From an optimization exercise on the open Yosys and OpenROAD flow, aimed at small area and a short achievable clock period; shortcuts taken in it are not production practice.
Where RTL was checked, it was by simulation tests only, not by an equivalence proof against the original.
The RTL of run 3 was laid out without a check of its function.
No driver is modelled on the clock port, so clocking that relies on it looks cheaper here than on a real chip.
Power is estimated from default activity; no workload was simulated.

`flow/design.v`:
```
module dac_frame_buffer #(
  parameter int DATA_W    = 12,
  parameter int FRAME_LEN = 80
) (
  input  logic              clk,
  input  logic              reset,
  input  logic [6:0]        ADR,
  input  logic              SEL,
  input  logic              wr_valid,
  input  logic [DATA_W-1:0] wr_data,
  output logic              wr_ready,
  output logic [DATA_W-1:0] dac_data,
  output logic              dac_strobe,
  output logic              underrun
);
  localparam int              AW       = $clog2(FRAME_LEN);
  localparam logic [AW-1:0]   LAST_PTR = AW'(FRAME_LEN - 1);
  localparam logic [6:0]      SYNC_ADR = 7'(FRAME_LEN);
  localparam int              NL1      = (FRAME_LEN + 2) / 3;   
  localparam int              NL2      = (NL1 + 2) / 3;
  localparam int              NL3      = (NL2 + 2) / 3;
  logic [FRAME_LEN-1:0][DATA_W-1:0] bank0_r;
  logic [FRAME_LEN-1:0][DATA_W-1:0] bank1_r;
  logic              wr_ready_r;
  logic [AW-1:0]     wptr_r;
  logic              sel_q_r;
  logic              underrun_r;
  logic [6:0]           adr_q_r;
  logic [FRAME_LEN-1:0] rsel_r;      
  logic                 rbank_r;     
  logic                 rd_strobe_r;
  logic [DATA_W-1:0]    dac_data_r;
  logic                 dac_strobe_r;
  logic              sel_change_s;
  logic              wr_accept_s;
  logic              last_write_s;
  logic              data_event_s;
  assign sel_change_s = (SEL != sel_q_r);
  assign wr_accept_s  = wr_ready_r & wr_valid & ~reset;
  assign last_write_s = (wptr_r == LAST_PTR);
  assign data_event_s = ~reset & (ADR != adr_q_r) & (ADR < SYNC_ADR);
  always_ff @(posedge clk) begin
    sel_q_r <= SEL;
    if (reset) begin
      wr_ready_r <= 1'b1;
      wptr_r     <= '0;
      underrun_r <= 1'b0;
    end else begin
      underrun_r <= sel_change_s & wr_ready_r & ~(wr_valid & last_write_s);
      if (sel_change_s) begin
        wr_ready_r <= 1'b1;
        wptr_r     <= '0;
      end else if (wr_accept_s) begin
        if (last_write_s) begin
          wr_ready_r <= 1'b0;
          wptr_r     <= '0;
        end else begin
          wptr_r     <= wptr_r + AW'(1);
        end
      end
    end
  end
  for (genvar i = 0; i < FRAME_LEN; i++) begin : g_slot
    logic hit_s;
    assign hit_s = wr_accept_s & (wptr_r == AW'(i));
    always_ff @(posedge clk) begin
      if (hit_s & sel_q_r)  bank0_r[i] <= wr_data;
      if (hit_s & ~sel_q_r) bank1_r[i] <= wr_data;
    end
  end
  always_ff @(posedge clk) begin
    adr_q_r <= ADR;
    rbank_r <= sel_q_r;
    for (int i = 0; i < FRAME_LEN; i++)
      rsel_r[i] <= (ADR == 7'(i));
  end
  logic [DATA_W-1:0] rd0_s, rd1_s, rd_s;
  for (genvar b = 0; b < 2; b++) begin : g_rbank
    for (genvar k = 0; k < DATA_W; k++) begin : g_rbit
      logic [FRAME_LEN-1:0] d;
      logic [NL1-1:0]       l1_n;
      logic [NL2-1:0]       l2;
      logic [NL3-1:0]       l3_n;
      logic                 l4;
      for (genvar i = 0; i < FRAME_LEN; i++) begin : g_d
        assign d[i] = (b == 0) ? bank0_r[i][k] : bank1_r[i][k];
      end
      for (genvar g = 0; g < NL1; g++) begin : g_l1
        if (3 * g + 2 < FRAME_LEN) begin : g_full
          dfb_aoi222 u_aoi (
            .a0(rsel_r[3*g]),   .b0(d[3*g]),
            .a1(rsel_r[3*g+1]), .b1(d[3*g+1]),
            .a2(rsel_r[3*g+2]), .b2(d[3*g+2]),
            .y (l1_n[g])
          );
        end else if (3 * g + 1 < FRAME_LEN) begin : g_two
          dfb_aoi22 u_aoi (
            .a0(rsel_r[3*g]),   .b0(d[3*g]),
            .a1(rsel_r[3*g+1]), .b1(d[3*g+1]),
            .y (l1_n[g])
          );
        end else begin : g_one
          dfb_nand2 u_nand (.a(rsel_r[3*g]), .b(d[3*g]), .y(l1_n[g]));
        end
      end
      for (genvar g = 0; g < NL2; g++) begin : g_l2
        dfb_nand3 u_n (.a(l1_n[3*g]), .b(l1_n[3*g+1]), .c(l1_n[3*g+2]), .y(l2[g]));
      end
      for (genvar g = 0; g < NL3; g++) begin : g_l3
        dfb_nor3 u_n (.a(l2[3*g]), .b(l2[3*g+1]), .c(l2[3*g+2]), .y(l3_n[g]));
      end
      dfb_nand3 u_l4 (.a(l3_n[0]), .b(l3_n[1]), .c(l3_n[2]), .y(l4));
      if (b == 0) begin : g_o0
        assign rd0_s[k] = l4;
      end else begin : g_o1
        assign rd1_s[k] = l4;
      end
    end
  end
  assign rd_s = rbank_r ? rd1_s : rd0_s;
  always_ff @(posedge clk) begin
    if (reset) begin
      rd_strobe_r  <= 1'b0;
      dac_data_r   <= '0;
      dac_strobe_r <= 1'b0;
    end else begin
      rd_strobe_r  <= data_event_s;
      dac_strobe_r <= rd_strobe_r;
      if (rd_strobe_r) dac_data_r <= rd_s;
    end
  end
  assign wr_ready   = wr_ready_r & ~reset;
  assign dac_data   = dac_data_r;
  assign dac_strobe = dac_strobe_r;
  assign underrun   = underrun_r;
endmodule
module dfb_aoi222 (
  input  logic a0, b0, a1, b1, a2, b2,
  output logic y
);
  assign y = ~((a0 & b0) | (a1 & b1) | (a2 & b2));
endmodule
module dfb_aoi22 (
  input  logic a0, b0, a1, b1,
  output logic y
);
  assign y = ~((a0 & b0) | (a1 & b1));
endmodule
module dfb_nand2 (
  input  logic a, b,
  output logic y
);
  assign y = ~(a & b);
endmodule
module dfb_nand3 (
  input  logic a, b, c,
  output logic y
);
  assign y = ~(a & b & c);
endmodule
module dfb_nor3 (
  input  logic a, b, c,
  output logic y
);
  assign y = ~(a | b | c);
endmodule
```
`flow/run.sh`:
```
#!/bin/bash
# synth_recipe.tcl (not shown) runs the flow's synth.tcl, then flattens the netlist and writes it again
# the make line also repeats each setting of config.mk as NAME=value (left out here)
make -C /OpenROAD-flow-scripts/flow DESIGN_CONFIG=/design/flow/config.mk WORK_HOME=/design/flow/orfs CLKGATE_MAP_FILE= SYNTH_SCRIPT=/design/flow/synth_recipe.tcl finish
```
`flow/config.mk`:
```
export PLATFORM = sky130hd
export DESIGN_NAME = dac_frame_buffer
export DESIGN_NICKNAME = dac_frame_buffer
export VERILOG_FILES = /design/flow/design.v
export SDC_FILE = /design/flow/constraint.sdc
export NUM_CORES = 4
export LEC_CHECK = 0
export CAP_MARGIN = 20
export CORE_MARGIN = 2
export CORE_UTILIZATION = 60
export CTS_BUF_LIST = sky130_fd_sc_hd__clkbuf_16
export CTS_CLUSTER_DIAMETER = 100
export CTS_CLUSTER_SIZE = 25
export SETUP_SLACK_MARGIN = 1.4
export SLEW_MARGIN = 20
export SYNTH_HIERARCHICAL = 1
```
`flow/constraint.sdc`:
```
create_clock -name core_clock -period 3.6 [get_ports {clk}]
set_input_delay 0.7200 -clock core_clock [delete_from_list [all_inputs] [get_ports {clk}]]
set_output_delay 0.7200 -clock core_clock [all_outputs]
set_load 0.01 [all_outputs]
```
==> flow_summary.toml, run 1 <==
[sta]
rsz0062_at_grt = "true"
finalMaxSlewViolations = 0
final-hold-violation-count = 0
post-route-min-period_ns = 2.58
fin_tns_setup_ns = 0
max-slew-margin-rel_pct = 32.9
fin_crit_sh_pct = 71.8
worst_pin_slew_ns = 1.01
max_freq_ghz = 0.387
finalClockSkew_ns = 0.0243
finalSetupViolations = 0

[min_path]
worstHoldStart = "wr_data[3]"
worstHoldPathCells = 1
worstHoldEndpoint = "bank1_r[183]$_DFFE_PP_"
hold_class = "primary input to flip-flop"

[clocking]
tritoncts = "yes"
clock_tree.buffer_depth = 3
clk_pin_slew_worst_paths_ns = 0.10
clkSinkCount = 2032
clockRootBuffer = "clkbuf_16"
clock_latency_ns = 0.71
cts_hold_buf = 0
cts_made_buffers = 91
h-tree-depth = 3

[logic_synthesis]
synth_cells = 3432
synth.area.top_cells = "edfxtp_1, a222oi_1, dfxtp_1, nand3_1, nor2_1"
synth_nets = 3459
ys_types = 43
synth_compound_area_share_pct = 9.54
ys.warnings.count = 7
yosysTopAreaCell = "edfxtp_1"
synth.area.mux_share_pct = 0.185
synthAdderAreaFrac_pct = 0.0710
yosysSeqAreaShare_pct = 85.0
synth.ff_latch_count = 2032
synth-async-reset-ratio_pct = 0
synth_edf_count = 1920
synth_top_family_by_area = "compound AO/OA/AOI/OAI gates"
synth_area_sq_um = 70500
synth_top_area_share_pct = 81.8
syn_avg_cell_area_sq_um = 20.5
synthFlopType = "edfxtp_1"
synth_simple_gate_area_share_pct = 4.89
synthXorXnorAreaFrac_pct = 0.124

[worst_setup_path]
reg2reg_to = "dac_data_r[6]$_SDFFE_PP0P_"
crit_start = "rsel_r[42]$_DFF_P_"
path_cells = "a222oi_1, nand3_2, nor3_4, nand3_1, mux2i_1, buf_4, a211oi_1"
startpoint_type = "flip-flop"
cp.buffers_inverters = 1
crit_path_end_kind = "flip-flop"
cp_slowest_cell = "a222oi_1"
rr_startpoint = "rsel_r[42]$_DFF_P_"
worst_ep_arrival_time_ns = 3.14
critPathRequiredTime_ns = 4.16
max_stage_delay_ns = 0.71
crit_family = "simple AND/OR/NAND/NOR gates"
rrSetupSlack_ns = 1.02
rr_worst_depth = 7
path_class = "flip-flop to flip-flop"
crit_fanout = 7

[power_and_ir_drop]
p_sw_w = 0.00777
power_density_nw_per_um2 = 491
vdd_drop_max_uv = 462
power_frac_comb_pct = 2.9
leakage_nw = 25.0
seq_power_share_pct = 66.8
p_clk_share_pct = 30.3
internal_power_w = 0.0310
swShare_pct = 20.0

[global_route]
grt_pass1_vias = 36900
grt-ovfl-total = 0
grt_max_degree = 81
grt_pass1_wl_um = 273000
track_usage_pct = 32.3
antenna_found_initial = 10

[finish]
layout_common_cells = "edfxtp_1, a222oi_1, buf_4, nand3_1, nor2_1"
drive_above_1_share_pct = 18.7
multi_input_area_sq_um = 11700
layout_commonest_cell = "edfxtp_1"
finalNetCount = 3803
syn_to_final_growth_pct = 12.1
instances_no_fill = 5381
area.sequential_sq_um = 60100
final.fill_count = 7479

[placed_design]
dp_hpwl_um = 124000
place.gp.congestion = 0.924
port_buffers = 37
dp_cells = 5167

[die]
initial_core_util_pct = 60.6
die-area_sq_um = 120000
die_y_um = 347
core_area_sq_um = 116000
die_width_um = 347
num_io_pins = 38
rows = 125

[route]
vias = 39000
firstDrtPassIters = 10
drt_iter0_drc = 8547
drc = 0
totalWireLength_um = 195000
wl_met3_um = 20900
ant_nets = 0
route.met2.wl_um = 93300
viasPerCell = 7.24
wl_per_cell_um = 36.2
met1Wirelength_um = 73200
top_layer = "met5"

[job]
maxCapViolCount = 0

[run_status]
status = "no timing/DRC/antenna violations"
## power groups by stage
stage	registers [W]	clock network [W]	logic (W)
final	0.0259	0.0118	0.00113
after global routing	0.0259	0.0127	0.00116
after CTS	0.0259	0.0119	0.00111
after detailed placement	0.0264	0	0.00106
after global placement	0.0264	0	0.00104
after floorplan	0.0264	0	0.000260
## synth_stat cells (10+ instances only)
cell and count:
edfxtp_1 1920, a222oi_1 624, nor2_1 261, nand3_1 250
dfxtp_1 112, nor3_2 72, nand2_1 26, a22oi_2 24
clkbuf_1 21, mux2i_1 13, nor2b_1 13, a211oi_1 12
buf_2 12, nand3_2 10
## how the worst max path moves through the flow
stage / to / slack, ns / cells past startpoint
2_1_floorplan: bank0_r[300]$_DFFE_PP_ / 1.21 / 5
3_3_place_gp: bank1_r[444]$_DFFE_PP_ / 0.46 / 5
3_5_place_dp: bank0_r[450]$_DFFE_PP_ / 0.35 / 5
4_1_cts: dac_data_r[1]$_SDFFE_PP0P_ / 1.05 / 7
5_1_grt: dac_data_r[1]$_SDFFE_PP0P_ / 0.97 / 7
6_report: dac_data_r[6]$_SDFFE_PP0P_ / 1.02 / 7
## modules after synthesis, one instance, submodules excluded
module,cells inside,flops+latches,area (sq um)
dfb_aoi22,1,0,12.5
dac_frame_buffer,2472,2032,62000
dfb_aoi222,1,0,10.0
dfb_nand3,1,0,5.00
dfb_nor3,1,0,10.0
## cells by family after synthesis
family          Yosys count
mux                      13
fa+ha+maj                 4
compound gates          673
simple gates            660
xor+xnor                 10
buf+inv                  40
flops                  2032
## layout make-up
cell class	instances	area share, %
repair buffers	287	3.29
clock inverters	73	0.367
inverters	4	0.0190
clock buffers	97	3.07
flip-flops and latches	2032	76.0
well taps	1524	2.41
diodes	4	0.0127
multi-input cells	1360	14.8
## layer usage
metal / up-vias / GRT usage, %
li1: 16000 / -
met1: 20200 / 46.8
met2: 2485 / 51.6
met3: 289 / 4.43
met4: 8 / 10.6
met5: - / 0
## flip-flops by register name (all words and copies together) (netlist names)
register / flops
dac_data_r: 12
rd_strobe_r: 1
underrun_r: 1
wptr_r: 7
adr_q_r: 7
bank1_r: 960
dac_strobe_r: 1
wr_ready_r: 1
bank0_r: 960
sel_q_r: 1
rbank_r: 1
rsel_r: 80
## through the flow
| step | hold slack [ns] | instance area, sq um | setup WS, ns | power (W) | utilization, % |
|---|---|---|---|---|---|
| after floorplan | 0.326 | 70800 | 1.21 | 0.0267 | - |
| after global placement | 0.495 | 74700 | 0.458 | 0.0275 | 64.2 |
| after detailed placement | 0.485 | 74700 | 0.351 | 0.0275 | 64.2 |
| after CTS | 0.447 | 78800 | 1.05 | 0.0389 | 67.7 |
| after global routing | 0.449 | 79000 | 0.965 | 0.0397 | 67.9 |
| final | 0.477 | 79000 | 1.02 | 0.0388 | 67.9 |
## worst register-to-register path, stage by stage (launching register included)
cell	delay [ns]
dfxtp_4	0.39
a222oi_1	0.71
nand3_2	0.32
nor3_4	0.43
nand3_1	0.16
mux2i_1	0.17
buf_4	0.18
a211oi_1	0.07
## timing repair
action	in CTS	in global routing
cloned	1	0
endpoints found under the setup margin	1436	695
buffers inserted	35	4
gates resized for setup	287	59
pin swaps	123	54
==> run 2, diff against run 1 <==
==> flow/flow/run.sh (new file) <==
#!/bin/bash
set -euo pipefail
W=$(pwd)
bash standard.sh synth > synth.log 2>&1
sed "s|\"\${@:-finish}\"|POST_CTS_TCL=$W/flow/post_cts.tcl \"\${@:-finish}\"|" standard.sh > own_standard.sh
grep -q "POST_CTS_TCL=" own_standard.sh
bash own_standard.sh > layout.log 2>&1
==> flow/flow/post_cts.tcl (new file) <==
# Useful skew for the read path: insert a clock buffer in front of the clock
# pins of the DAC output registers (dac_data_r), one per leaf clock net that
# feeds them, placed at the registers' centroid; then legalize.
set skew_cell sky130_fd_sc_hd__clkbuf_2
set block [ord::get_db_block]
array set groups {}
foreach cell [get_cells dac_data_r*] {
  set pin [get_pins -of_objects $cell -filter "lib_pin_name == CLK"]
  set net [get_nets -of_objects $pin]
  lappend groups([get_full_name $net]) $cell
}
set i 0
foreach netname [lsort [array names groups]] {
  set flops $groups($netname)
  set sx 0
  set sy 0
  set pins {}
  foreach f $flops {
    lassign [[sta::sta_to_db_inst $f] getLocation] fx fy
    set sx [expr {$sx + $fx}]
    set sy [expr {$sy + $fy}]
    lappend pins [get_pins -of_objects $f -filter "lib_pin_name == CLK"]
  }
  set n [llength $flops]
  set dbu [$block getDbUnitsPerMicron]
  set x [expr {double($sx) / $n / $dbu}]
  set y [expr {double($sy) / $n / $dbu}]
  puts "skew: net $netname, $n registers, buffer at $x $y"
  insert_buffer -buffer_cell $skew_cell -net [get_nets $netname] -load_pins $pins \
    -location [list $x $y] -buffer_name skew_buf_$i -net_name skew_clk_$i
  incr i
}
global_connect
detailed_placement
check_placement -verbose
estimate_parasitics -placement
report_clock_skew
report_worst_slack -max
report_checks -path_delay max -group_path_count 3 -format end
==> flow/standard.sh (new file) <==
#!/bin/bash
# synth_recipe.tcl (not shown) runs the flow's synth.tcl, then flattens the netlist and writes it again
# the make line also repeats each setting of config.mk as NAME=value (left out here)
make -C /OpenROAD-flow-scripts/flow DESIGN_CONFIG=/design/flow/config.mk WORK_HOME=/design/flow/orfs CLKGATE_MAP_FILE= SYNTH_SCRIPT=/design/flow/synth_recipe.tcl "${@:-finish}"
removed: flow/run.sh
==> run 2 against run 1 <==
Effect of this change:
- register-to-register slack better by 0.14 ns
- setup slack better by 0.14 ns
- largest power group unchanged
- sequential power about the same
==> flow_summary.toml, run 2 <==
[finish]
area.sequential_sq_um = 60100
layout_commonest_cell = "edfxtp_1"
multi_input_area_sq_um = 11700
layout_common_cells = "edfxtp_1, a222oi_1, buf_4, nand3_1, nor2_1"
final.fill_count = 7489
drive_above_1_share_pct = 19.0
finalNetCount = 3807
reg_top3 = "bank0_r (960), bank1_r (960), rsel_r (80)"
syn_to_final_growth_pct = 12.0

[sta]
finalClockSkew_ns = 0.189
max-slew-margin-rel_pct = 32.4
hold_ws_ns = 0.476
rsz0062_at_grt = "true"
fin_crit_sh_pct = 67.9
finalMaxSlewViolations = 0
max_freq_ghz = 0.409
final-hold-violation-count = 0
worst_pin_slew_ns = 1.01
post-route-min-period_ns = 2.44
finalSetupViolations = 0
layout_setup_ws_ns = 1.16
fin_tns_setup_ns = 0

[placed_design]
place.gp.congestion = 0.924
pre_cts_slack_ns = 0.351
port_buffers = 37
dp_hpwl_um = 124000

[logic_synthesis]
syn_avg_cell_area_sq_um = 20.5
ys.warnings.count = 7
ys_types = 43
synth_nets = 3459
synth_area_sq_um = 70500
yosysSeqAreaShare_pct = 85.0
synth_top_area_share_pct = 81.8
synth.ff_latch_count = 2032
synth_cells = 3432
synth.area.top_cells = "edfxtp_1, a222oi_1, dfxtp_1, nand3_1, nor2_1"
synth-async-reset-ratio_pct = 0
synth_edf_count = 1920
synth_most_common_cell = "edfxtp_1"
yosysTopAreaCell = "edfxtp_1"
synthFlopType = "edfxtp_1"
yosys-top-cells-count = "edfxtp_1, a222oi_1, nor2_1"

[global_route]
busiest_layer = "met2"
grt_pass1_vias = 37000
met3_usage_pct = 4.40
grt_pass1_wl_um = 273000
grt-ovfl-total = 0
grt_use_met1_pct = 46.8
grt_max_degree = 81
use_met2_pct = 51.8
antenna_found_initial = 10
track_usage_pct = 32.3

[die]
die-area_sq_um = 120000
rows = 125
initial_core_util_pct = 60.6
die_y_um = 347
die_width_um = 347
num_io_pins = 38
core_area_sq_um = 116000

[power_and_ir_drop]
internal_power_w = 0.0310
power_density_nw_per_um2 = 492
swShare_pct = 20.1
vdd_drop_max_uv = 462
seq_power_share_pct = 66.6
leakage_nw = 25.0
power_frac_comb_pct = 2.9
p_clk_share_pct = 30.5
finalPower_w = 0.0388
p_sw_w = 0.00780

[route]
drt_iter0_drc = 8435
vias = 38900
totalWireLength_um = 195000
wl_per_cell_um = 36.3
viasPerCell = 7.22
firstDrtPassIters = 9
drc = 0
ant_nets = 0

[worst_setup_path]
worst_ep_arrival_time_ns = 3.14
path_class = "flip-flop to flip-flop"
crit_path_end_kind = "flip-flop"
startpoint_type = "flip-flop"
critPathRequiredTime_ns = 4.29
crit_fanout = 7

[clocking]
clock_latency_ns = 0.88
clkSinkCount = 2032
clk_pin_slew_worst_paths_ns = 0.09
tritoncts = "yes"

[min_path]
hold_class = "primary input to flip-flop"

[job]
maxCapViolCount = 0

[run_status]
status = "no timing/DRC/antenna violations"
==> run 2: critical path: stages (launching register included) <==
cell and delay (ns):
dfxtp_4 0.39, a222oi_1 0.70, nand3_2 0.32, nor3_4 0.43, nand3_1 0.15, mux2i_1 0.17
buf_4 0.18, a211oi_1 0.07
==> run 2: area by class of cell, clock buffers not listed <==
type	instances	area share, %
timing repair buffer	286	3.22
clock inverter	73	0.368
sequential	2032	76.1
antenna	4	0.0127
inverter	4	0.0190
multi-input combinational	1360	14.8
tap	1524	2.41
==> run 2: cell families after synthesis <==
kind of cell / synth area share [%]
simple gates: 4.89
mux: 0.185
flops: 85.0
fa+ha+maj: 0.0710
xor+xnor: 0.124
buf+inv: 0.240
compound gates: 9.54
==> run 2: power groups by stage <==
stage	registers, W	logic (W)	clock network [W]
6_report	0.0259	0.00112	0.0118
2_1_floorplan	0.0264	0.000260	0
3_3_place_gp	0.0264	0.00104	0
5_1_grt	0.0259	0.00116	0.0127
3_5_place_dp	0.0264	0.00106	0
==> run 2: stage by stage <==
stage	std cells	util (%)	instance area, sq um
after detailed placement	5167	64.2	74700
after floorplan	3432	-	70800
after global placement	5167	64.2	74700
after global routing	5383	67.9	79000
final	5385	67.9	79000
==> run 2: final timing paths <==
path | startpoint | end | slack [ns] | cells past startpoint
min | wr_data[8] | bank0_r[116]$_DFFE_PP_ | 0.48 | 1
max reg2reg | rsel_r[42]$_DFF_P_ | dac_data_r[6]$_SDFFE_PP0P_ | 1.16 | 7
min reg2reg | dac_data_r[0]$_SDFFE_PP0P_ | dac_data_r[0]$_SDFFE_PP0P_ | 0.49 | 2
max | rsel_r[42]$_DFF_P_ | dac_data_r[6]$_SDFFE_PP0P_ | 1.16 | 7
==> run 2: per-module statistics from Yosys, one instance, submodules excluded <==
module            cell area (sq um)  copies in the design
dac_frame_buffer              62000                     1
dfb_aoi22                      12.5                    24
dfb_aoi222                     10.0                   624
dfb_nand3                      5.00                   240
dfb_nor3                       10.0                    72
==> run 2: layer usage <==
metal	share of wire, %	up-vias
met5	0.027	-
met4	3.9	8
met3	11	293
met2	48	2503
met1	37	20100
li1	-	16000
==> run 3, diff against run 2 <==
--- a/flow/design.v
+++ b/flow/design.v
@@ -22,6 +22,7 @@
   logic [FRAME_LEN-1:0][DATA_W-1:0] bank0_r;
   logic [FRAME_LEN-1:0][DATA_W-1:0] bank1_r;
   logic              wr_ready_r;
+  logic              wr_full_o_r;
   logic [AW-1:0]     wptr_r;
   logic              sel_q_r;
   logic              underrun_r;
@@ -42,18 +43,21 @@
   always_ff @(posedge clk) begin
     sel_q_r <= SEL;
     if (reset) begin
-      wr_ready_r <= 1'b1;
-      wptr_r     <= '0;
-      underrun_r <= 1'b0;
+      wr_ready_r  <= 1'b1;
+      wr_full_o_r <= 1'b0;
+      wptr_r      <= '0;
+      underrun_r  <= 1'b0;
     end else begin
       underrun_r <= sel_change_s & wr_ready_r & ~(wr_valid & last_write_s);
       if (sel_change_s) begin
-        wr_ready_r <= 1'b1;
-        wptr_r     <= '0;
+        wr_ready_r  <= 1'b1;
+        wr_full_o_r <= 1'b0;
+        wptr_r      <= '0;
       end else if (wr_accept_s) begin
         if (last_write_s) begin
-          wr_ready_r <= 1'b0;
-          wptr_r     <= '0;
+          wr_ready_r  <= 1'b0;
+          wr_full_o_r <= 1'b1;
+          wptr_r      <= '0;
         end else begin
           wptr_r     <= wptr_r + AW'(1);
         end
@@ -129,7 +133,7 @@
       if (rd_strobe_r) dac_data_r <= rd_s;
     end
   end
-  assign wr_ready   = wr_ready_r & ~reset;
+  assign wr_ready   = ~(wr_full_o_r | reset);
   assign dac_data   = dac_data_r;
   assign dac_strobe = dac_strobe_r;
   assign underrun   = underrun_r;
==> flow/flow/run.sh (replaced) <==
#!/bin/bash
set -euo pipefail
W=$(pwd)
bash standard.sh synth > synth.log 2>&1
sed "s|\"\${@:-finish}\"|POST_CTS_TCL=$W/flow/post_cts.tcl 'BUFFER_PORTS_ARGS=-buffer_cell sky130_fd_sc_hd__buf_4' \"\${@:-finish}\"|" standard.sh > own_standard.sh
grep -q "POST_CTS_TCL=.*BUFFER_PORTS_ARGS=" own_standard.sh
bash own_standard.sh > layout.log 2>&1
--- a/flow/flow/post_cts.tcl
+++ b/flow/flow/post_cts.tcl
@@ -1,7 +1,11 @@
-# Useful skew for the read path: insert a clock buffer in front of the clock
-# pins of the DAC output registers (dac_data_r), one per leaf clock net that
-# feeds them, placed at the registers' centroid; then legalize.
-set skew_cell sky130_fd_sc_hd__clkbuf_2
+# Useful skew for the read path: insert a short chain of clock buffers in
+# front of the clock pins of the DAC output registers (dac_data_r), one chain
+# per leaf clock net that feeds them, placed at the registers' centroid;
+# then legalize.
+# Each buffer is inserted next to the registers, so the last one listed
+# drives them; it is a strong one,
+# so that the registers' clock slew stays low.
+set skew_cells {sky130_fd_sc_hd__clkbuf_2 sky130_fd_sc_hd__clkbuf_8}
 set block [ord::get_db_block]
 array set groups {}
 foreach cell [get_cells dac_data_r*] {
@@ -26,8 +30,13 @@
   set x [expr {double($sx) / $n / $dbu}]
   set y [expr {double($sy) / $n / $dbu}]
   puts "skew: net $netname, $n registers, buffer at $x $y"
-  insert_buffer -buffer_cell $skew_cell -net [get_nets $netname] -load_pins $pins \
-    -location [list $x $y] -buffer_name skew_buf_$i -net_name skew_clk_$i
+  set k 0
+  foreach skew_cell $skew_cells {
+    insert_buffer -buffer_cell $skew_cell -net [get_nets -of_objects [lindex $pins 0]] \
+      -load_pins $pins -location [list $x $y] -buffer_name skew_buf_${i}_$k \
+      -net_name skew_clk_${i}_$k
+    incr k
+  }
   incr i
 }
 global_connect
==> run 3 against run 2 <==
Effect of this change:
- maximum frequency up 9.2%
- highest routed layer unchanged
- critical path depth is the same
- largest power group unchanged
- die area about the same
- flip-flop and latch count is 1 higher
==> flow_summary.toml, run 3 <==
[placed_design]
place_area_sq_um = 74800
dp_cells = 5206
dp_hpwl_um = 125000
place.gp.congestion = 0.959
pre_cts_slack_ns = 0.546
port_buffers = 37

[sta]
finalMaxSlewViolations = 0
finalClockSkew_ns = 0.259
post-route-min-period_ns = 2.24
hold_ws_ns = 0.167
finalSetupViolations = 0
fin_crit_sh_pct = 62.2
layout_setup_ws_ns = 1.36
max-slew-margin-rel_pct = 27.4
max_freq_ghz = 0.447
rsz0062_at_grt = "true"
final-hold-violation-count = 0
worst_pin_slew_ns = 1.09
fin_tns_setup_ns = 0

[route]
totalWireLength_um = 195000
viasPerCell = 7.20
drc = 0
firstDrtPassIters = 7
drt_iter0_drc = 8356
vias = 39000
ant_nets = 0
wl_per_cell_um = 35.9

[logic_synthesis]
synthFlopType = "edfxtp_1"
synth_most_common_cell = "edfxtp_1"
synth_cells = 3434
ys.warnings.count = 7
yosysSeqAreaShare_pct = 85.0
yosys-top-cells-count = "edfxtp_1, a222oi_1, nor2_1"
synth.area.top_cells = "edfxtp_1, a222oi_1, dfxtp_1, nand3_1, nor2_1"
yosysTopAreaCell = "edfxtp_1"
synth_nets = 3461
ys_types = 42
synth_area_sq_um = 70500
synth-async-reset-ratio_pct = 0
synth_edf_count = 1920
synth.ff_latch_count = 2033
synth_top_area_share_pct = 81.8
syn_avg_cell_area_sq_um = 20.5

[worst_setup_path]
startpoint_type = "flip-flop"
critPathRequiredTime_ns = 4.39
path_class = "flip-flop to flip-flop"
worst_ep_arrival_time_ns = 3.03
crit_path_end_kind = "flip-flop"
crit_fanout = 15

[finish]
instances_no_fill = 5416
drive_above_1_share_pct = 18.9
layout_common_cells = "edfxtp_1, a222oi_1, buf_4, nand3_1, nor2_1"
syn_to_final_growth_pct = 11.6
final.fill_count = 7552
multi_input_area_sq_um = 11200
area.sequential_sq_um = 60100
reg_top3 = "bank0_r (960), bank1_r (960), rsel_r (80)"
layout_commonest_cell = "edfxtp_1"
finalNetCount = 3840
final_area_sq_um = 78700

[global_route]
track_usage_pct = 32.1
antenna_found_initial = 7
grt_max_degree = 84
grt-ovfl-total = 0
grt_pass1_vias = 37300
grt_pass1_wl_um = 274000

[min_path]
hold_class = "primary input to flip-flop"

[clocking]
tritoncts = "yes"
clkSinkCount = 2033
clock_latency_ns = 0.95
clk_pin_slew_worst_paths_ns = 0.10

[job]
maxCapViolCount = 0

[run_status]
status = "no timing/DRC/antenna violations"

[die]
die_width_um = 347
rows = 125
die-area_sq_um = 120000
num_io_pins = 38
initial_core_util_pct = 60.6
core_area_sq_um = 116000
die_y_um = 347

[power_and_ir_drop]
leakage_nw = 24.9
vdd_drop_max_uv = 574
power_density_nw_per_um2 = 493
==> run 3: Yosys stat by module, one instance, submodules excluded <==
module,flip-flops and latches,times used
dac_frame_buffer,2033,1
dfb_nor3,0,72
dfb_nand3,0,240
dfb_aoi222,0,624
dfb_aoi22,0,24
==> run 3: cell families (layout without fill, tap and decap cells) <==
family / count (synthesis) / in the layout / synth area share [%]
compound gates: 675 / 675 / 9.55
xor+xnor: 10 / 10 / 0.124
fa+ha+maj: 4 / 4 / 0.0710
buf+inv: 40 / 494 / 0.231
flops: 2033 / 2033 / 85.0
mux: 13 / 13 / 0.185
other cells: 0 / 4 / 0
simple gates: 659 / 659 / 4.85
==> run 3: cell type report, clock buffers not listed <==
| class | count | share of cell area, % |
|---|---|---|
| Antenna cell | 4 | 0.0127 |
| Sequential cell | 2033 | 76.4 |
| Clock inverter | 73 | 0.375 |
| Timing Repair Buffer | 315 | 3.45 |
| Multi-Input combinational cell | 1361 | 14.2 |
| Inverter | 5 | 0.0238 |
| Tap cell | 1524 | 2.42 |
==> run 3: worst paths after layout <==
check	start	cells past startpoint	to	slack, ns
hold reg to reg	sel_q_r$_DFF_P_	0	rbank_r$_DFF_P_	0.48
setup reg to reg	rsel_r[18]$_DFF_P_	7	dac_data_r[7]$_SDFFE_PP0P_	1.36
setup / recovery	rsel_r[18]$_DFF_P_	7	dac_data_r[7]$_SDFFE_PP0P_	1.36
hold / removal	ADR[6]	1	adr_q_r[6]$_DFF_P_	0.17
==> run 3: metrics by stage <==
stage / total power, W / utilization, %
final: 0.0388 / 67.6
after global routing: 0.0398 / 67.6
after detailed placement: 0.0275 / 64.3
after global placement: 0.0274 / 64.3
after floorplan: 0.0267 / -
==> run 3: layer usage <==
metal  up-vias  GRT usage, %  share of wire, %
met5         -             0             0.021
met4         6          10.3               3.3
met3       249          4.78                11
met2      2398          51.0                48
met1     20200          46.8                38
li1      16100             -                 -
==> run 3: worst max-delay path: stages (launching register included) <==
cell	delay [ns]
dfxtp_1	0.48
buf_4	0.28
a222oi_1	0.67
nand3_1	0.31
nor3_2	0.24
nand3_1	0.11
mux2i_1	0.15
a211oi_1	0.09
==> run 3: report_power, final <==
group	switching (W)	internal (W)	total, W
clock network	0.00690	0.00493	0.0118
logic	0.000809	0.000253	0.00106
registers	0.0000846	0.0258	0.0259
total	0.00779	0.0310	0.0388
==> run 4, diff against run 3 <==
--- a/flow/design.v
+++ b/flow/design.v
@@ -13,8 +13,6 @@
   output logic              dac_strobe,
   output logic              underrun
 );
-  localparam int              AW       = $clog2(FRAME_LEN);
-  localparam logic [AW-1:0]   LAST_PTR = AW'(FRAME_LEN - 1);
   localparam logic [6:0]      SYNC_ADR = 7'(FRAME_LEN);
   localparam int              NL1      = (FRAME_LEN + 2) / 3;   
   localparam int              NL2      = (NL1 + 2) / 3;
@@ -23,7 +21,8 @@
   logic [FRAME_LEN-1:0][DATA_W-1:0] bank1_r;
   logic              wr_ready_r;
   logic              wr_full_o_r;
-  logic [AW-1:0]     wptr_r;
+  logic [7:0]        wlo_r;
+  logic [FRAME_LEN/8-1:0] whi_r;
   logic              sel_q_r;
   logic              underrun_r;
   logic [6:0]           adr_q_r;
@@ -38,35 +37,39 @@
   logic              data_event_s;
   assign sel_change_s = (SEL != sel_q_r);
   assign wr_accept_s  = wr_ready_r & wr_valid & ~reset;
-  assign last_write_s = (wptr_r == LAST_PTR);
+  assign last_write_s = wlo_r[7] & whi_r[FRAME_LEN/8-1];
   assign data_event_s = ~reset & (ADR != adr_q_r) & (ADR < SYNC_ADR);
   always_ff @(posedge clk) begin
     sel_q_r <= SEL;
     if (reset) begin
       wr_ready_r  <= 1'b1;
       wr_full_o_r <= 1'b0;
-      wptr_r      <= '0;
+      wlo_r       <= 8'd1;
+      whi_r       <= (FRAME_LEN/8)'(1);
       underrun_r  <= 1'b0;
     end else begin
       underrun_r <= sel_change_s & wr_ready_r & ~(wr_valid & last_write_s);
       if (sel_change_s) begin
         wr_ready_r  <= 1'b1;
         wr_full_o_r <= 1'b0;
-        wptr_r      <= '0;
+        wlo_r       <= 8'd1;
+        whi_r       <= (FRAME_LEN/8)'(1);
       end else if (wr_accept_s) begin
         if (last_write_s) begin
           wr_ready_r  <= 1'b0;
           wr_full_o_r <= 1'b1;
-          wptr_r      <= '0;
+          wlo_r       <= 8'd1;
+          whi_r       <= (FRAME_LEN/8)'(1);
         end else begin
-          wptr_r     <= wptr_r + AW'(1);
+          wlo_r <= {wlo_r[6:0], wlo_r[7]};
+          if (wlo_r[7]) whi_r <= {whi_r[FRAME_LEN/8-2:0], 1'b0};
         end
       end
     end
   end
   for (genvar i = 0; i < FRAME_LEN; i++) begin : g_slot
     logic hit_s;
-    assign hit_s = wr_accept_s & (wptr_r == AW'(i));
+    assign hit_s = wr_accept_s & wlo_r[i % 8] & whi_r[i / 8];
     always_ff @(posedge clk) begin
       if (hit_s & sel_q_r)  bank0_r[i] <= wr_data;
       if (hit_s & ~sel_q_r) bank1_r[i] <= wr_data;
--- a/flow/flow/post_cts.tcl
+++ b/flow/flow/post_cts.tcl
@@ -3,9 +3,8 @@
 # per leaf clock net that feeds them, placed at the registers' centroid;
 # then legalize.
 # Each buffer is inserted next to the registers, so the last one listed
-# drives them; it is a strong one,
-# so that the registers' clock slew stays low.
-set skew_cells {sky130_fd_sc_hd__clkbuf_2 sky130_fd_sc_hd__clkbuf_8}
+# drives them; it is a strong one, so that their clock slew stays low.
+set skew_cells {sky130_fd_sc_hd__clkbuf_2 sky130_fd_sc_hd__clkbuf_4}
 set block [ord::get_db_block]
 array set groups {}
 foreach cell [get_cells dac_data_r*] {
==> run 4 against run 3 <==
Effect of this change:
- die area grew 0.81%
- design area shrank 0.78%
- setup slack lost 0.039 ns
- critical endpoint is now dac_data_r[1]$_SDFFE_PP0P_
- via count grew 0.16%
- worst hold slack is essentially flat
==> flow_summary.toml, run 4 <==
[run_status]
status = "no timing/DRC/antenna violations"

[finish]
area.sequential_sq_um = 60300
utilization_pct = 66.3
layout_common_cells = "edfxtp_1, a222oi_1, nand3_1, and3_2, buf_4"
layout_commonest_cell = "edfxtp_1"
syn_to_final_growth_pct = 9.85
reg_top3 = "bank0_r (960), bank1_r (960), rsel_r (80)"
finalNetCount = 3687
multi_input_area_sq_um = 11400
drive_above_1_share_pct = 17.3
final.fill_count = 7713

[clocking]
clock_latency_ns = 0.94
clk_pin_slew_worst_paths_ns = 0.10
tritoncts = "yes"
clkSinkCount = 2044

[logic_synthesis]
synth_nets = 3478
yosysSeqAreaShare_pct = 84.6
yosys-top-cells-count = "edfxtp_1, a222oi_1, nand3_1"
synth.area.top_cells = "edfxtp_1, a222oi_1, dfxtp_1, nand3_1, and3_1"
synth_most_common_cell = "edfxtp_1"
ys.warnings.count = 7
synth_area_sq_um = 71100
synth-async-reset-ratio_pct = 0
synthFlopType = "edfxtp_1"
synth_edf_count = 1920
synth_top_area_share_pct = 81.1
syn_avg_cell_area_sq_um = 20.6
ys_types = 38
synth_cells = 3455
synth.ff_latch_count = 2044
yosysTopAreaCell = "edfxtp_1"

[worst_setup_path]
startpoint_type = "flip-flop"
rrSetupSlack_ns = 1.32
crit_path_end_kind = "flip-flop"
crit_start = "rsel_r[51]$_DFF_P_"
critPathRequiredTime_ns = 4.37
worst_ep_arrival_time_ns = 3.05
reg2reg_to = "dac_data_r[1]$_SDFFE_PP0P_"
rr_startpoint = "rsel_r[51]$_DFF_P_"
rr_worst_depth = 7
path_class = "flip-flop to flip-flop"
worstSetupEndpoint = "dac_data_r[1]$_SDFFE_PP0P_"
crit_fanout = 6

[die]
initial_core_util_pct = 60.4
core_area_sq_um = 118000
rows = 126
num_io_pins = 38
die_y_um = 348
die_width_um = 348
die-area_sq_um = 121000

[power_and_ir_drop]
power_density_nw_per_um2 = 499
leakage_nw = 25.0
finalPower_w = 0.0390
vdd_drop_max_uv = 423

[global_route]
grt_max_degree = 86
antenna_found_initial = 13
grt_pass1_wl_um = 277000
track_usage_pct = 32.6
grt-ovfl-total = 0
grt_pass1_vias = 37100

[sta]
rsz0062_at_grt = "true"
final-hold-violation-count = 0
fin_crit_sh_pct = 63.2
worst_pin_slew_ns = 1.06
finalSetupViolations = 0
hold_ws_ns = 0.167
max-slew-margin-rel_pct = 29.1
fin_tns_setup_ns = 0
post-route-min-period_ns = 2.28
finalClockSkew_ns = 0.262
finalMaxSlewViolations = 0
max_freq_ghz = 0.439

[placed_design]
place.gp.congestion = 0.905
dp_hpwl_um = 124000
port_buffers = 37

[route]
drc = 0
vias = 39000
ant_nets = 0
firstDrtPassIters = 10
viasPerCell = 7.38
wl_per_cell_um = 37.5
totalWireLength_um = 198000
drt_iter0_drc = 7618

[job]
maxCapViolCount = 0

[min_path]
hold_class = "primary input to flip-flop"
## run 4: cell count changes after synthesis, moves of 10 or more
cell      before  now
a21oi_1        4   17
nand3b_1       2   12
dfxtp_1      113  124
clkbuf_1      24   38
nor2_1       263  100
and3_1         0  141
and2_1         1   19
clkbuf_2       0   14
## run 4: final cells by class, clock buffers not listed
| type | instances | share of cell area [%] |
|---|---|---|
| sequential | 2044 | 77.2 |
| tap | 1536 | 2.46 |
| inverter | 2 | 0.00961 |
| timing repair buffer | 166 | 2.20 |
| clock inverter | 65 | 0.325 |
| antenna | 22 | 0.0705 |
| multi-input combinational | 1347 | 14.6 |
## run 4: worst max-delay path, cell delays in order (launching register included)
cell	delay, ns
dfxtp_4	0.41
buf_4	0.16
a222oi_1	0.71
nand3_1	0.25
nor3_4	0.43
nand3_1	0.13
mux2i_1	0.16
a211oi_1	0.09
## run 4: worst min-delay path by stage
stage | start | endpoint | slack (ns) | cells after the start
after detailed placement | dac_data_r[9]$_SDFFE_PP0P_ | dac_data_r[9]$_SDFFE_PP0P_ | 0.49 | 2
after floorplan | wr_full_o_r$_SDFFE_PP0P_ | wr_full_o_r$_SDFFE_PP0P_ | 0.43 | 2
after global placement | dac_data_r[9]$_SDFFE_PP0P_ | dac_data_r[9]$_SDFFE_PP0P_ | 0.50 | 2
final | SEL | sel_q_r$_DFF_P_ | 0.17 | 1
after global routing | SEL | sel_q_r$_DFF_P_ | 0.14 | 1
## run 4: logic make-up (layout without fill, tap and decap cells)
| group | Yosys count | after routing | synth area share (%) |
|---|---|---|---|
| other cells | 0 | 22 | 0 |
| compound gates | 681 | 681 | 9.50 |
| mux | 12 | 12 | 0.169 |
| simple gates | 646 | 646 | 5.25 |
| xor+xnor | 8 | 8 | 0.0986 |
| buf+inv | 64 | 340 | 0.382 |
| flops | 2044 | 2044 | 84.6 |
## run 4: modules after synthesis, one instance, submodules excluded
module            times used  cells inside  flip-flops and latches
dfb_aoi22                 24             1                       0
dac_frame_buffer           1          2495                    2044
dfb_aoi222               624             1                       0
dfb_nor3                  72             1                       0
dfb_nand3                240             1                       0
## run 4: per-stage QoR
step	area, sq um	cells	worst slack, ns
after floorplan	71200	3455	1.41
after global placement	74100	5053	0.640
after detailed placement	74100	5053	0.560
after global routing	78100	5276	1.35
final	78100	5289	1.32
## run 4: where the power goes
group	leakage [nW]	switching, W	internal (W)
sequential	18.3	0.0000638	0.0259
combinational	5.09	0.000869	0.000254
clock	1.57	0.00692	0.00493
## run 4: metal layers
metal | up-vias | global-route usage (%) | share of wire [%]
li1 | 15900 | - | -
met1 | 20200 | 47.2 | 38
met2 | 2596 | 50.1 | 47
met3 | 317 | 6.02 | 11
met4 | 6 | 12.2 | 4.0
met5 | - | 0 | 0.021
==> run 5, diff against run 4 <==
--- a/flow/flow/post_cts.tcl
+++ b/flow/flow/post_cts.tcl
@@ -4,7 +4,7 @@
 # then legalize.
 # Each buffer is inserted next to the registers, so the last one listed
 # drives them; it is a strong one, so that their clock slew stays low.
-set skew_cells {sky130_fd_sc_hd__clkbuf_2 sky130_fd_sc_hd__clkbuf_4}
+set skew_cells {sky130_fd_sc_hd__clkbuf_1 sky130_fd_sc_hd__clkbuf_8}
 set block [ord::get_db_block]
 array set groups {}
 foreach cell [get_cells dac_data_r*] {
==> run 5 against run 4 <==
Effect of this change:
- flip-flop and latch count stayed put
- still clean on timing, DRC and antenna
- clock power barely moved
- worst hold slack lost 0.0052 ns
- routed wire length hardly changed
- highest routed layer unchanged
==> flow_summary.toml, run 5 <==
[run_status]
status = "no timing/DRC/antenna violations"

[die]
core_area_sq_um = 118000
initial_core_util_pct = 60.4
num_io_pins = 38
die_y_um = 348
die-area_sq_um = 121000
rows = 126
die_width_um = 348

[logic_synthesis]
ys.warnings.count = 7
yosys-top-cells-count = "edfxtp_1, a222oi_1, nand3_1"
synth.ff_latch_count = 2044
synth_top_area_share_pct = 81.1
syn_avg_cell_area_sq_um = 20.6
yosysTopAreaCell = "edfxtp_1"
synth_area_sq_um = 71100
synth.area.top_cells = "edfxtp_1, a222oi_1, dfxtp_1, nand3_1, and3_1"
synth_edf_count = 1920
synthFlopType = "edfxtp_1"
yosysSeqAreaShare_pct = 84.6
synth_most_common_cell = "edfxtp_1"
synth_nets = 3478
synth-async-reset-ratio_pct = 0
synth_cells = 3455
ys_types = 38

[worst_setup_path]
path_cells = "buf_4, a222oi_1, nand3_1, nor3_4, nand3_1, mux2i_1, a211oi_1"
cpMostUsedCell = "nand3_1"
critPathRequiredTime_ns = 4.36
crit_path_end_kind = "flip-flop"
crit_family = "simple AND/OR/NAND/NOR gates"
max_stage_delay_ns = 0.69
startpoint_type = "flip-flop"
path_class = "flip-flop to flip-flop"
cp_slowest_cell = "a222oi_1"
cp.buffers_inverters = 1
crit_fanout = 6
worst_ep_arrival_time_ns = 3.02

[route]
totalWireLength_um = 198000
wl_per_cell_um = 37.6
drt_iter0_drc = 7849
ant_nets = 0
drc = 0
viasPerCell = 7.39
vias = 39000
firstDrtPassIters = 7

[placed_design]
place.gp.congestion = 0.905
port_buffers = 37
place_area_sq_um = 74100
dp_hpwl_um = 124000
pre_cts_slack_ns = 0.560

[finish]
final_area_sq_um = 78100
finalNetCount = 3683
layout_common_cells = "edfxtp_1, a222oi_1, nand3_1, and3_2, buf_4"
utilization_pct = 66.3
layout_commonest_cell = "edfxtp_1"
drive_above_1_share_pct = 17.0
syn_to_final_growth_pct = 9.81
reg_top3 = "bank0_r (960), bank1_r (960), rsel_r (80)"

[sta]
fin_crit_sh_pct = 62.7
rsz0062_at_grt = "true"
finalSetupViolations = 0
finalClockSkew_ns = 0.265
finalMaxSlewViolations = 0
post-route-min-period_ns = 2.26
max_freq_ghz = 0.443
worst_pin_slew_ns = 1.06
layout_setup_ws_ns = 1.34
final-hold-violation-count = 0
fin_tns_setup_ns = 0
max-slew-margin-rel_pct = 29.0

[global_route]
grt_pass1_vias = 37100
track_usage_pct = 32.6
antenna_found_initial = 13
grt_max_degree = 86
grt-ovfl-total = 0
grt_pass1_wl_um = 277000

[power_and_ir_drop]
finalPower_w = 0.0391
leakage_nw = 24.9
vdd_drop_max_uv = 428
power_density_nw_per_um2 = 500

[clocking]
clkSinkCount = 2044
clock_latency_ns = 0.95
tritoncts = "yes"
clk_pin_slew_worst_paths_ns = 0.10

[min_path]
hold_class = "primary input to flip-flop"

[job]
maxCapViolCount = 0
run 5: modules after synthesis (local to each module, per instance):
module,cell area [sq um],cells,flops+latches,copies in the design
dfb_nand3,5.00,1,0,240
dfb_aoi22,12.5,1,0,24
dfb_aoi222,10.0,1,0,624
dfb_nor3,10.0,1,0,72
dac_frame_buffer,62600,2495,2044,1
run 5: metrics by stage:
| stage | cells | hold slack [ns] |
|---|---|---|
| after floorplan | 3455 | 0.426 |
| after global placement | 5053 | 0.499 |
| after detailed placement | 5053 | 0.486 |
| after global routing | 5272 | 0.137 |
| final | 5278 | 0.162 |
run 5: logic make-up after synthesis:
logic type,count (synthesis),synth area share (%)
flops,2044,84.6
compound gates,681,9.50
simple gates,646,5.25
buf+inv,64,0.382
mux,12,0.169
xor+xnor,8,0.0986
run 5: final cells by class, clock buffers not listed:
| type | instances | area [sq um] |
|---|---|---|
| sequential | 2044 | 60300 |
| fill | 7713 | 39700 |
| multi-input combinational | 1347 | 11400 |
| tap | 1536 | 1920 |
| timing repair buffer | 162 | 1690 |
| clock inverter | 65 | 254 |
| antenna | 15 | 37.5 |
| inverter | 2 | 7.51 |
run 5: per-layer routing:
| metal | vias to the layer above | global-route usage, % | wire [um] | share of wire [%] |
|---|---|---|---|---|
| li1 | 15900 | - | - | - |
| met1 | 20200 | 47.2 | 74700 | 38 |
| met2 | 2567 | 50.1 | 92200 | 47 |
| met3 | 310 | 6.02 | 23200 | 12 |
| met4 | 6 | 12.2 | 8130 | 4.1 |
| met5 | - | 0 | 42 | 0.021 |
run 5: path summary, 6_finish.rpt:
path | startpoint | to | slack (ns) | cells after the start
worst min register to register | sel_q_r$_DFF_P_ | rbank_r$_DFF_P_ | 0.48 | 0
worst max-delay path | rsel_r[51]$_DFF_P_ | dac_data_r[1]$_SDFFE_PP0P_ | 1.34 | 7
worst max register to register | rsel_r[51]$_DFF_P_ | dac_data_r[1]$_SDFFE_PP0P_ | 1.34 | 7
worst min-delay path | SEL | sel_q_r$_DFF_P_ | 0.16 | 1
run 5: power breakdown:
| group | internal [W] | switching, W |
|---|---|---|
| combinational | 0.000254 | 0.000868 |
| sequential | 0.0259 | 0.0000641 |
| clock | 0.00498 | 0.00695 |
==> run 6, diff against run 5 <==
--- a/flow/config.mk
+++ b/flow/config.mk
@@ -11,6 +11,6 @@
 export CTS_BUF_LIST = sky130_fd_sc_hd__clkbuf_16
 export CTS_CLUSTER_DIAMETER = 100
 export CTS_CLUSTER_SIZE = 25
-export SETUP_SLACK_MARGIN = 1.4
+export SETUP_SLACK_MARGIN = 1.6
 export SLEW_MARGIN = 20
 export SYNTH_HIERARCHICAL = 1
==> run 6 against run 5 <==
Effect of this change:
- still clean on timing, DRC and antenna
- synthesized cell count unchanged
- synthesized area unchanged
- design area increased by 0.80%
- via count barely moved
- die area stayed put
- final cell count down 0.21%
- register-to-register slack got worse by 0.04 ns
- power about the same
- maximum frequency is 1.8% lower
- clock skew up 0.017 ns
- clock power hardly changed
- routed wire length rose by 0.70%
==> flow_summary.toml, run 6 <==
[run_status]
status = "no timing/DRC/antenna violations"

[power_and_ir_drop]
power_density_nw_per_um2 = 496
p_clk_share_pct = 30.4
power_frac_comb_pct = 2.9
vdd_drop_max_uv = 494
leakage_nw = 24.8
seq_power_share_pct = 66.7
internal_power_w = 0.0311
swShare_pct = 20.2
p_sw_w = 0.00789

[logic_synthesis]
synth_nets = 3478
ys.warnings.count = 7
yosysSeqAreaShare_pct = 84.6
synthFlopType = "edfxtp_1"
ys_types = 38
synth-async-reset-ratio_pct = 0
yosysTopAreaCell = "edfxtp_1"
syn_avg_cell_area_sq_um = 20.6
synth_edf_count = 1920
synth_top_area_share_pct = 81.1
synth_area_sq_um = 71100
synth_most_common_cell = "edfxtp_1"
synth.area.top_cells = "edfxtp_1, a222oi_1, dfxtp_1, nand3_1, and3_1"
yosys-top-cells-count = "edfxtp_1, a222oi_1, nand3_1"
synth_cells = 3455
synth.ff_latch_count = 2044

[route]
wl_per_cell_um = 37.9
drt_iter0_drc = 7857
drc = 0
ant_nets = 0
viasPerCell = 7.41
totalWireLength_um = 200000
vias = 39000
firstDrtPassIters = 9

[job]
maxCapViolCount = 0

[global_route]
grt_max_degree = 102
grt_pass1_wl_um = 276000
antenna_found_initial = 9
grt_pass1_vias = 36900
track_usage_pct = 32.5
grt-ovfl-total = 0

[placed_design]
dp_hpwl_um = 122000
place.gp.congestion = 0.974
port_buffers = 37
place_area_sq_um = 74300

[die]
num_io_pins = 38
rows = 126
die-area_sq_um = 121000
die_y_um = 348
core_area_sq_um = 118000
die_width_um = 348
initial_core_util_pct = 60.4

[sta]
rsz0062_at_grt = "true"
finalMaxSlewViolations = 0
fin_crit_sh_pct = 63.8
finalClockSkew_ns = 0.282
fin_tns_setup_ns = 0
max-slew-margin-rel_pct = 26.4
worst_pin_slew_ns = 1.10
finalSetupViolations = 0
max_freq_ghz = 0.436
hold_ws_ns = 0.179
post-route-min-period_ns = 2.30
final-hold-violation-count = 0

[clocking]
clkSinkCount = 2044
clock_latency_ns = 0.97
clk_pin_slew_worst_paths_ns = 0.10
tritoncts = "yes"

[finish]
layout_commonest_cell = "edfxtp_1"
reg_top3 = "bank0_r (960), bank1_r (960), rsel_r (80)"
utilization_pct = 66.8
drive_above_1_share_pct = 17.6
layout_common_cells = "edfxtp_1, a222oi_1, nand3_1, and3_4, nor2_1"
syn_to_final_growth_pct = 10.7
finalNetCount = 3678
final_area_sq_um = 78700

[worst_setup_path]
crit_fanout = 6
path_class = "flip-flop to flip-flop"
critPathRequiredTime_ns = 4.42
worst_ep_arrival_time_ns = 3.11
crit_path_end_kind = "flip-flop"
startpoint_type = "flip-flop"

[min_path]
hold_class = "primary input to flip-flop"
[run 6: cell types whose count changed in the layout (fill, tap and decap cells not counted), moves of 4 or more]
cell | before | now
and2_1 | 4 | 0
and2_4 | 0 | 8
and3_2 | 138 | 6
diode_2 | 15 | 2
nor3_4 | 44 | 50
buf_4 | 106 | 89
dfxtp_1 | 51 | 34
and3_4 | 2 | 136
buf_6 | 25 | 42
nor3_2 | 28 | 22
and2_2 | 15 | 11
dfxtp_4 | 31 | 45
inv_1 | 64 | 71
[run 6: Yosys stat by module (local to each module, per instance)]
| module | cells inside | cell area, sq um | times used |
|---|---|---|---|
| dac_frame_buffer | 2495 | 62600 | 1 |
| dfb_aoi22 | 1 | 12.5 | 24 |
| dfb_aoi222 | 1 | 10.0 | 624 |
| dfb_nor3 | 1 | 10.0 | 72 |
| dfb_nand3 | 1 | 5.00 | 240 |
[run 6: path summary, 6_finish.rpt]
| check | from | to | slack [ns] | cells past startpoint |
|---|---|---|---|---|
| worst max-delay path | rsel_r[57]$_DFF_P_ | dac_data_r[11]$_SDFFE_PP0P_ | 1.30 | 8 |
| worst max register to register | rsel_r[57]$_DFF_P_ | dac_data_r[11]$_SDFFE_PP0P_ | 1.30 | 8 |
| worst min register to register | wr_full_o_r$_SDFFE_PP0P_ | wr_full_o_r$_SDFFE_PP0P_ | 0.49 | 2 |
| worst min-delay path | ADR[4] | adr_q_r[4]$_DFF_P_ | 0.18 | 1 |
[run 6: power groups by stage]
stage	logic (W)	registers [W]	clock network [W]
6_report	0.00113	0.0260	0.0119
5_1_grt	0.00116	0.0260	0.0128
3_5_place_dp	0.00102	0.0266	0
3_3_place_gp	0.000996	0.0266	0
2_1_floorplan	0.000267	0.0265	0
[run 6: per-layer routing]
layer / GRT usage [%] / vias up / wire (um)
li1: - / 15900 / -
met1: 47.4 / 20300 / 76100
met2: 49.4 / 2552 / 91700
met3: 7.39 / 296 / 24900
met4: 10.4 / 0 / 6880
met5: 0 / - / 0
[run 6: cells by family (layout without fill, tap and decap cells)]
family                 count (synthesis)  count (layout)  synth area share, %
AO/OA/AOI/OAI                        681             681                 9.50
XOR/XNOR                               8               8               0.0986
buffers and inverters                 64             336                0.382
flip-flops                          2044            2044                 84.6
multiplexers                          12              12                0.169
other                                  0               2                    0
AND/OR/NAND/NOR                      646             648                 5.25
[run 6: final cells by class, clock buffers not listed]
type	count	area, sq um
Clock inverter	72	280
Fill cell	7607	39100
Sequential cell	2044	60400
Antenna cell	2	5.00
Inverter	2	7.51
Tap cell	1536	1920
Timing Repair Buffer	159	1700
Multi-Input combinational cell	1349	12000
[run 6: worst max-delay path, cell delays in order, from the launching register on]
cell	delay (ns)
dfxtp_4	0.40
buf_6	0.15
clkbuf_16	0.16
a222oi_1	0.54
nand3_1	0.37
nor3_4	0.43
nand3_1	0.12
mux2i_1	0.14
a211oi_1	0.08
[run 6: metrics by stage]
step / power [W] / setup slack [ns] / cells
after floorplan: 0.0268 / 1.53 / 3455
after global routing: 0.0400 / 1.35 / 5265
after detailed placement: 0.0276 / 0.722 / 5039
after global placement: 0.0276 / 0.625 / 5039
final: 0.0390 / 1.30 / 5267
==> run 7, diff against run 6 <==
--- a/flow/flow/post_cts.tcl
+++ b/flow/flow/post_cts.tcl
@@ -1,3 +1,4 @@
+# Post-CTS step of the own flow.
 # Useful skew for the read path: insert a short chain of clock buffers in
 # front of the clock pins of the DAC output registers (dac_data_r), one chain
 # per leaf clock net that feeds them, placed at the registers' centroid;
@@ -6,6 +7,18 @@
 # drives them; it is a strong one, so that their clock slew stays low.
 set skew_cells {sky130_fd_sc_hd__clkbuf_1 sky130_fd_sc_hd__clkbuf_8}
 set block [ord::get_db_block]
+
+# Drive strength: the registers that drive long wires (the one-hot word
+# selects, which fan out across the array, and the registers behind output
+# ports) get the strongest flip-flop of their type.
+foreach pat {rsel_r* dac_data_r* dac_strobe_r* underrun_r* wr_full_o_r* wr_ready_r*} {
+  foreach cell [get_cells $pat] {
+    if {[get_property [get_lib_cells -of_objects $cell] name] ne "sky130_fd_sc_hd__dfxtp_4"} {
+      replace_cell $cell sky130_fd_sc_hd__dfxtp_4
+    }
+  }
+}
+
 array set groups {}
 foreach cell [get_cells dac_data_r*] {
   set pin [get_pins -of_objects $cell -filter "lib_pin_name == CLK"]
--- a/flow/config.mk
+++ b/flow/config.mk
@@ -11,6 +11,6 @@
 export CTS_BUF_LIST = sky130_fd_sc_hd__clkbuf_16
 export CTS_CLUSTER_DIAMETER = 100
 export CTS_CLUSTER_SIZE = 25
-export SETUP_SLACK_MARGIN = 1.6
+export SETUP_SLACK_MARGIN = 1.4
 export SLEW_MARGIN = 20
 export SYNTH_HIERARCHICAL = 1
==> run 7 against run 6 <==
Effect of this change:
- synthesized cell count unchanged
- highest routed layer is now met5
- clock power about the same
- via count down 0.51%
- core utilization down 0.38 points
- power about the same
- clock skew down 0.024 ns
- still clean on timing, DRC and antenna
- design area down 0.58%
- sequential power about the same
- largest power group unchanged
- combinational power about the same
==> flow_summary.toml, run 7 <==
[run_status]
status = "no timing/DRC/antenna violations"

[logic_synthesis]
synth_area_sq_um = 71100
synth_most_common_cell = "edfxtp_1"
synth-async-reset-ratio_pct = 0
synthXorXnorAreaFrac_pct = 0.0986
synth_top_area_share_pct = 81.1
synth_simple_gate_area_share_pct = 5.25
synth_cells = 3455
synth_top_family_by_area = "compound AO/OA/AOI/OAI gates"
synth_nets = 3478
synthFlopType = "edfxtp_1"
ys_types = 38
synth_compound_area_share_pct = 9.50
synth.area.top_cells = "edfxtp_1, a222oi_1, dfxtp_1, nand3_1, and3_1"
ys.warnings.count = 7
yosysSeqAreaShare_pct = 84.6
synth_edf_count = 1920
yosys-top-cells-count = "edfxtp_1, a222oi_1, nand3_1"
synth.area.mux_share_pct = 0.169
yosysTopAreaCell = "edfxtp_1"
synth.ff_latch_count = 2044
synthAdderAreaFrac_pct = 0
syn_avg_cell_area_sq_um = 20.6

[power_and_ir_drop]
vdd_drop_max_uv = 424
leakage_nw = 25.0
power_density_nw_per_um2 = 499

[finish]
reg_top3 = "bank0_r (960), bank1_r (960), rsel_r (80)"
instances_no_fill = 5270
finalNetCount = 3684
layout_commonest_cell = "edfxtp_1"
utilization_pct = 66.4
drive_above_1_share_pct = 17.7
syn_to_final_growth_pct = 10.1
layout_common_cells = "edfxtp_1, a222oi_1, nand3_1, and3_2, buf_4"

[global_route]
grt_max_degree = 86
grt_pass1_wl_um = 277000
track_usage_pct = 32.6
grt-ovfl-total = 0
grt_pass1_vias = 37200
antenna_found_initial = 12

[die]
die_y_um = 348
num_io_pins = 38
rows = 126
die_width_um = 348
die-area_sq_um = 121000
initial_core_util_pct = 60.4
core_area_sq_um = 118000

[clocking]
clk_pin_slew_worst_paths_ns = 0.10
clkSinkCount = 2044
clock_latency_ns = 0.95
tritoncts = "yes"

[sta]
rsz0062_at_grt = "true"
final-hold-violation-count = 0
layout_setup_ws_ns = 1.31
finalMaxSlewViolations = 0
finalClockSkew_ns = 0.258
worst_pin_slew_ns = 1.06
post-route-min-period_ns = 2.29
fin_crit_sh_pct = 63.5
fin_tns_setup_ns = 0
max-slew-margin-rel_pct = 29.0
finalSetupViolations = 0
max_freq_ghz = 0.437

[route]
vias = 38800
ant_nets = 0
firstDrtPassIters = 7
wl_per_cell_um = 37.7
drc = 0
totalWireLength_um = 198000
viasPerCell = 7.37
drt_iter0_drc = 7758

[worst_setup_path]
cp_slowest_cell = "a222oi_1"
crit_fanout = 6
critPathRequiredTime_ns = 4.37
crit_path_end_kind = "flip-flop"
path_cells = "buf_4, a222oi_1, nand3_1, nor3_4, nand3_1, mux2i_1, a211oi_1"
startpoint_type = "flip-flop"
cp.buffers_inverters = 1
worst_ep_arrival_time_ns = 3.05
crit_family = "simple AND/OR/NAND/NOR gates"
cpMostUsedCell = "nand3_1"
max_stage_delay_ns = 0.70
path_class = "flip-flop to flip-flop"

[placed_design]
dp_hpwl_um = 124000
place.gp.congestion = 0.905
dp_cells = 5053
pre_cts_slack_ns = 0.560
port_buffers = 37

[job]
maxCapViolCount = 0

[min_path]
hold_class = "primary input to flip-flop"
run 7: cell count changes in the layout (fill, tap and decap cells not counted), sizes merged:
cell,change
buf,+6
inv,-7
clkbuf,+1
and3,-2
diode,+4
bufbuf,+1
run 7: Yosys stat by module, one instance, submodules excluded:
module,copies in the design,flops+latches,cell area (sq um),cells inside
dfb_nor3,72,0,10.0,1
dfb_aoi222,624,0,10.0,1
dfb_nand3,240,0,5.00,1
dac_frame_buffer,1,2044,62600,2495
dfb_aoi22,24,0,12.5,1
run 7: per-layer routing:
layer / vias up / GRT usage [%] / routed length, um
li1: 15900 / - / -
met1: 20200 / 47.0 / 75800
met2: 2414 / 50.0 / 92200
met3: 320 / 6.36 / 22100
met4: 8 / 12.6 / 8390
met5: - / 0 / 56
run 7: through the flow:
step	total power (W)	area [sq um]	hold slack (ns)
3_5_place_dp	0.0276	74100	0.486
3_3_place_gp	0.0276	74100	0.499
2_1_floorplan	0.0268	71200	0.426
5_1_grt	0.0400	78200	0.136
6_report	0.0390	78200	0.162
run 7: cells by family after synthesis:
kind of cell | Yosys count
flip-flops | 2044
buffers and inverters | 64
multiplexers | 12
XOR/XNOR | 8
AND/OR/NAND/NOR | 646
AO/OA/AOI/OAI | 681
run 7: cell type report, clock buffers not listed:
cell class / instances / area (sq um)
antenna: 6 / 15.0
clock inverter: 65 / 254
fill: 7696 / 39500
inverter: 2 / 7.51
multi-input combinational: 1347 / 11400
sequential: 2044 / 60500
tap: 1536 / 1920
timing repair buffer: 163 / 1690
run 7: path summary, 6_finish.rpt:
path                                         start                         end  slack, ns  cells past startpoint
worst max-delay path            rsel_r[51]$_DFF_P_  dac_data_r[1]$_SDFFE_PP0P_       1.31                      7
worst max register to register  rsel_r[51]$_DFF_P_  dac_data_r[1]$_SDFFE_PP0P_       1.31                      7
worst min register to register     sel_q_r$_DFF_P_             rbank_r$_DFF_P_       0.48                      0
worst min-delay path                           SEL             sel_q_r$_DFF_P_       0.16                      1
run 7: power by group:
part | internal [W] | leakage (nW) | switching [W]
Clock | 0.00498 | 1.57 | 0.00695
Sequential | 0.0259 | 18.3 | 0.0000629
Combinational | 0.000252 | 5.07 | 0.000869

## re-timing with driven ports
In the flow no input, the clock included, has a driving cell. The finished layouts below were timed again as built, in two steps. Step 1 sets driving cells, clkbuf_16 on the clock port and buf_2 on the other inputs (assumed; they add their load-dependent delay and slew). Step 2, shift: input delay + t, output delay - t, t = (earliest + latest rising clock arrival at the registers) / 2. This alone moves slack from input paths to output paths. Slacks: ideal / step 1 / step 2; pairs: ideal / step 1.
run | t, ns | slack for setup (ns) | worst data-port slew with drivers (ns)
run 1 | 0.776 | 1.016 / 1.016 / 0.554 | 0.16
run 2 | 0.859 | 1.156 / 1.088 / 0.501 | 0.16
run 3 | 0.902 | 1.362 / 1.324 / 0.727 | 0.15
run 4 | 0.892 | 1.323 / 1.296 / 0.842 | 0.16
run 5 | 0.895 | 1.344 / 1.292 / 0.853 | 0.16
run 6 | 0.915 | 1.304 / 1.304 / 0.856 | 0.19
run 7 | 0.897 | 1.313 / 1.313 / 0.839 | 0.16
After both steps setup and hold are still met in every run listed. For run 2, which loses most, drivers alone change the setup slack by -0.068 ns; drivers and shift together by -0.655 ns.
